This design comes from an exercise in tuning for a short achievable clock period on the open sky130 flow, not from production work. Only simulation tests tie the RTL to the original design; equivalence was not proved. The clock port is modelled as an ideal driver; clocking choices that lean on that would not hold on a real chip. No activity file was given, so power comes from the tool's default toggle rates.

==> inputs of run a <==
// id_issue_stage
module id_issue_stage
#(
    parameter int XLEN  = 32,
    parameter int NREGS = 32
) (
    input  logic            clk,
    input  logic            rst_n,
    input  logic            in_valid,
    output logic            in_ready,
    input  logic [31:0]     in_instr,
    output logic            out_valid,
    input  logic            out_ready,
    output logic [31:0]     Instruction,
    output logic [XLEN-1:0] A,
    output logic [XLEN-1:0] B,
    output logic [4:0]      shamt,
    output logic [XLEN-1:0] store_data,
    output logic [4:0]      dest,
    output logic            dest_wen,
    input  logic            wb_en,
    input  logic [4:0]      wb_addr,
    input  logic [XLEN-1:0] wb_data,
    input  logic            flush
);
    logic [5:0]  op;
    logic [4:0]  rs, rt, rd;
    logic [15:0] imm;
    logic        is_r, wen, bsext, bzext;
    logic [4:0]  dst;
    assign op  = in_instr[cpu_pkg::OP_HI:cpu_pkg::OP_LO];
    assign rs  = in_instr[cpu_pkg::RS_HI:cpu_pkg::RS_LO];
    assign rt  = in_instr[cpu_pkg::RT_HI:cpu_pkg::RT_LO];
    assign rd  = in_instr[cpu_pkg::RD_HI:cpu_pkg::RD_LO];
    assign imm = in_instr[cpu_pkg::IMM_HI:cpu_pkg::IMM_LO];
    assign is_r  = (op == cpu_pkg::OP_RTYPE);
    assign bsext = (op == cpu_pkg::OP_ADDIU) || (op == cpu_pkg::OP_LW) || (op == cpu_pkg::OP_SW);
    assign bzext = (op == cpu_pkg::OP_ANDI);
    assign dst   = is_r ? rd : rt;
    assign wen   = (is_r || op == cpu_pkg::OP_ADDIU || op == cpu_pkg::OP_LW ||
                    op == cpu_pkg::OP_ANDI) && (dst != 5'd0);
    logic [XLEN-1:0] rs_val, rt_val;
    reg_file_2r1w #(.XLEN(XLEN), .NREGS(NREGS)) u_rf (
        .clk   (clk),
        .rst_n (rst_n),
        .ra0   (rs),
        .rd0   (rs_val),
        .ra1   (rt),
        .rd1   (rt_val),
        .we    (wb_en),
        .wa    (wb_addr),
        .wd    (wb_data)
    );
    logic [NREGS-1:0] busy_q;
    logic [NREGS-1:1] busy_d;
    logic             out_valid_q;
    logic             dest_wen_q;
    logic [4:0]       dest_q;
    assign busy_q[0] = 1'b0;
    logic [3:0] lk_t_rs, lk_t_rt, lk_t_rd;
    logic [2:0] lk_ne_a, lk_ne_b;
    logic       slot_free, accept;
    busy_lookup u_lk_rs (.busy(busy_q), .x(rs), .wb_en(wb_en), .wb_addr(wb_addr),
  ...
clock: 9.0 ns
lec_check: 0
cap_margin: 20
core_margin: 2
core_utilization: 30
place_density: 0.4
setup_slack_margin: 4.5
slew_margin: 20
synth_hierarchical: 1
standard.sh (not shown) runs the stock make flow with config.mk's settings and CLKGATE_MAP_FILE= SYNTH_SCRIPT=/design/flow/synth_recipe.tcl, a recipe that flattens the netlist after the stock synthesis.
==> flow/flow/run.sh <==
#!/bin/bash
# Own layout flow: the standard flow (standard.sh) with one addition, a POST_CTS_TCL hook
# (flow/post_cts.tcl) that runs a further timing repair pass and greedy sizing of the cells on
# the worst setup paths after clock tree synthesis. Synthesis is the standard one, unchanged.
# Each stage's full output goes to a log file in this folder.
set -euo pipefail
W=$(pwd)
bash standard.sh synth > "$W/synth.log" 2>&1
POST_CTS_TCL="$W/flow/post_cts.tcl" bash standard.sh floorplan place cts > "$W/place_cts.log" 2>&1
bash standard.sh finish > "$W/route_finish.log" 2>&1
==> flow/flow/post_cts.tcl <==
# Runs at the end of ORFS's CTS step (POST_CTS_TCL), after its own timing repair: one more
# timing repair pass, then greedy sizing of the cells on the worst setup paths, then
# legalisation. The clock tree is not touched.
source [file join [file dirname [info script]] size_crit.tcl]
estimate_parasitics -placement
puts "post_cts: before [sc_worst_slack]"
repair_timing -setup -setup_margin $::env(SETUP_SLACK_MARGIN) -match_cell_footprint -verbose
puts "post_cts: after repair_timing [sc_worst_slack]"
size_critical 30
detailed_placement
check_placement -verbose
estimate_parasitics -placement
puts "post_cts: after legalisation [sc_worst_slack]"
==> flow/flow/size_crit.tcl <==
# Greedy gate sizing on the worst setup paths: for each cell on them, try every
# cell of the same function and keep the one that gives the best worst slack. Repeats until
# no move helps. Sequential cells and clock-tree cells are left alone. Ends with legalisation.
proc sc_worst_slack {} {
  estimate_parasitics -placement
  set p [lindex [find_timing_paths -sort_by_slack -group_path_count 1 -path_delay max] 0]
  return [get_property $p slack]
}

proc sc_path_insts { {npaths 6} } {
  set insts {}
  foreach p [find_timing_paths -sort_by_slack -group_path_count $npaths \
               -endpoint_path_count $npaths -unique_paths_to_endpoint -path_delay max] {
    foreach pt [get_property $p points] {
      set pin [get_property $pt pin]
      if { [get_property $pin is_port] } { continue }
      set name [get_full_name [get_cells -of_objects $pin]]
      if { [lsearch -exact $insts $name] < 0 } { lappend insts $name }
    }
  }
  return $insts
}

proc sc_usable { cellname } {
  foreach pat {*lpflow* *probe* *dlygate* *clkdlybuf* *dlymetal* *dlxbn* } {
    if { [string match $pat $cellname] } { return 0 }
  }
  return 1
}

proc size_critical { {max_passes 12} } {
  sta::make_equiv_cells [get_libs *]
  set ws [sc_worst_slack]
  puts "size_critical: start worst slack [format %.4f $ws]"
  for { set pass 0 } { $pass < $max_passes } { incr pass } {
    set improved 0
    foreach name [sc_path_insts] {
      set inst [get_cells $name]
      set lc [get_lib_cells -of_objects $inst]
      set cur [get_name $lc]
      if { [regexp {__(df|edf|sdf|dl|conb)} $cur] } { continue }
      if { [string match "*clkbuf*" $cur] || [string match "*clkinv*" $cur] } { continue }
      set best $cur
      set best_ws $ws
      foreach eq [sta::find_equiv_cells $lc] {
        set en [get_name $eq]
        if { $en eq $cur || ![sc_usable $en] } { continue }
        replace_cell $inst $eq
        set w [sc_worst_slack]
        if { $w > $best_ws + 0.0005 } { set best $en; set best_ws $w }
      }
      replace_cell $inst [lindex [get_lib_cells */$best] 0]
      if { $best ne $cur } {
        puts "size_critical: $name $cur -> $best ws [format %.4f $best_ws]"
        set ws $best_ws
        set improved 1
      }
    }
    if { !$improved } { break }
  }
  puts "size_critical: end worst slack [format %.4f [sc_worst_slack]]"
}
==> run b (differences from run a) <==
==> flow/run.sh (new file) <==
#!/bin/bash
# synth_recipe.tcl (not shown) runs the flow's synth.tcl, then flattens the netlist and writes it again
# the make line also repeats each setting of config.mk as NAME=value (left out here)
make -C /OpenROAD-flow-scripts/flow DESIGN_CONFIG=/design/flow/config.mk WORK_HOME=/design/flow/orfs CLKGATE_MAP_FILE= SYNTH_SCRIPT=/design/flow/synth_recipe.tcl finish
removed: flow/flow/run.sh
removed: flow/flow/post_cts.tcl
removed: flow/flow/size_crit.tcl
removed: flow/standard.sh
==> notes <==
- In flip-flop and latch count, run b and run a do not differ.
- In critical path depth, run a and run b do not differ.
- Synthesized cell count is the same in run a and run b.
- In core utilization, run a and run b hardly differ.
- Against run b, the clock skew of run a is lower by 0.0015 ns.
- In routed wire length, run b and run a hardly differ.
- Clock power is about the same in run b and run a.
- Run b ran to the end with no violations. Run a finished with timing, DRC and antenna clean.
- In non-clock buffer count, run b and run a do not differ.
- Combinational power is about the same in run b and run a.
- In run b the register-to-register slack is higher than in run a, by 0.03 ns.
- In total power, run a and run b hardly differ.

## port drivers added, routing unchanged
In the flow no input, the clock included, has a driving cell. The finished layouts below were timed again as built, in two steps. Step 1 sets driving cells, clkbuf_16 on the clock port and buf_2 on the other inputs (assumed; they add their load-dependent delay and slew). Step 2 also shifts input and output timing later by t, the mid clock arrival at the registers, as if the neighbouring blocks saw the same clock. Slacks: ideal ports / drivers / drivers and shift; pairs: ideal ports / drivers.
run | t (ns) | setup WS [ns] | worst setup path after step 2 | slew at the worst register clock pin (ns)
run a | 0.895 | 3.971 / 3.717 / 3.273 | input to register | 0.07 / 0.07
run b | 0.891 | 3.916 / 3.694 / 3.290 | input to register | 0.07 / 0.07
After both steps setup and hold are still met in every run listed. For run a, which loses most, drivers alone change the setup slack by -0.254 ns; drivers and shift together by -0.698 ns.
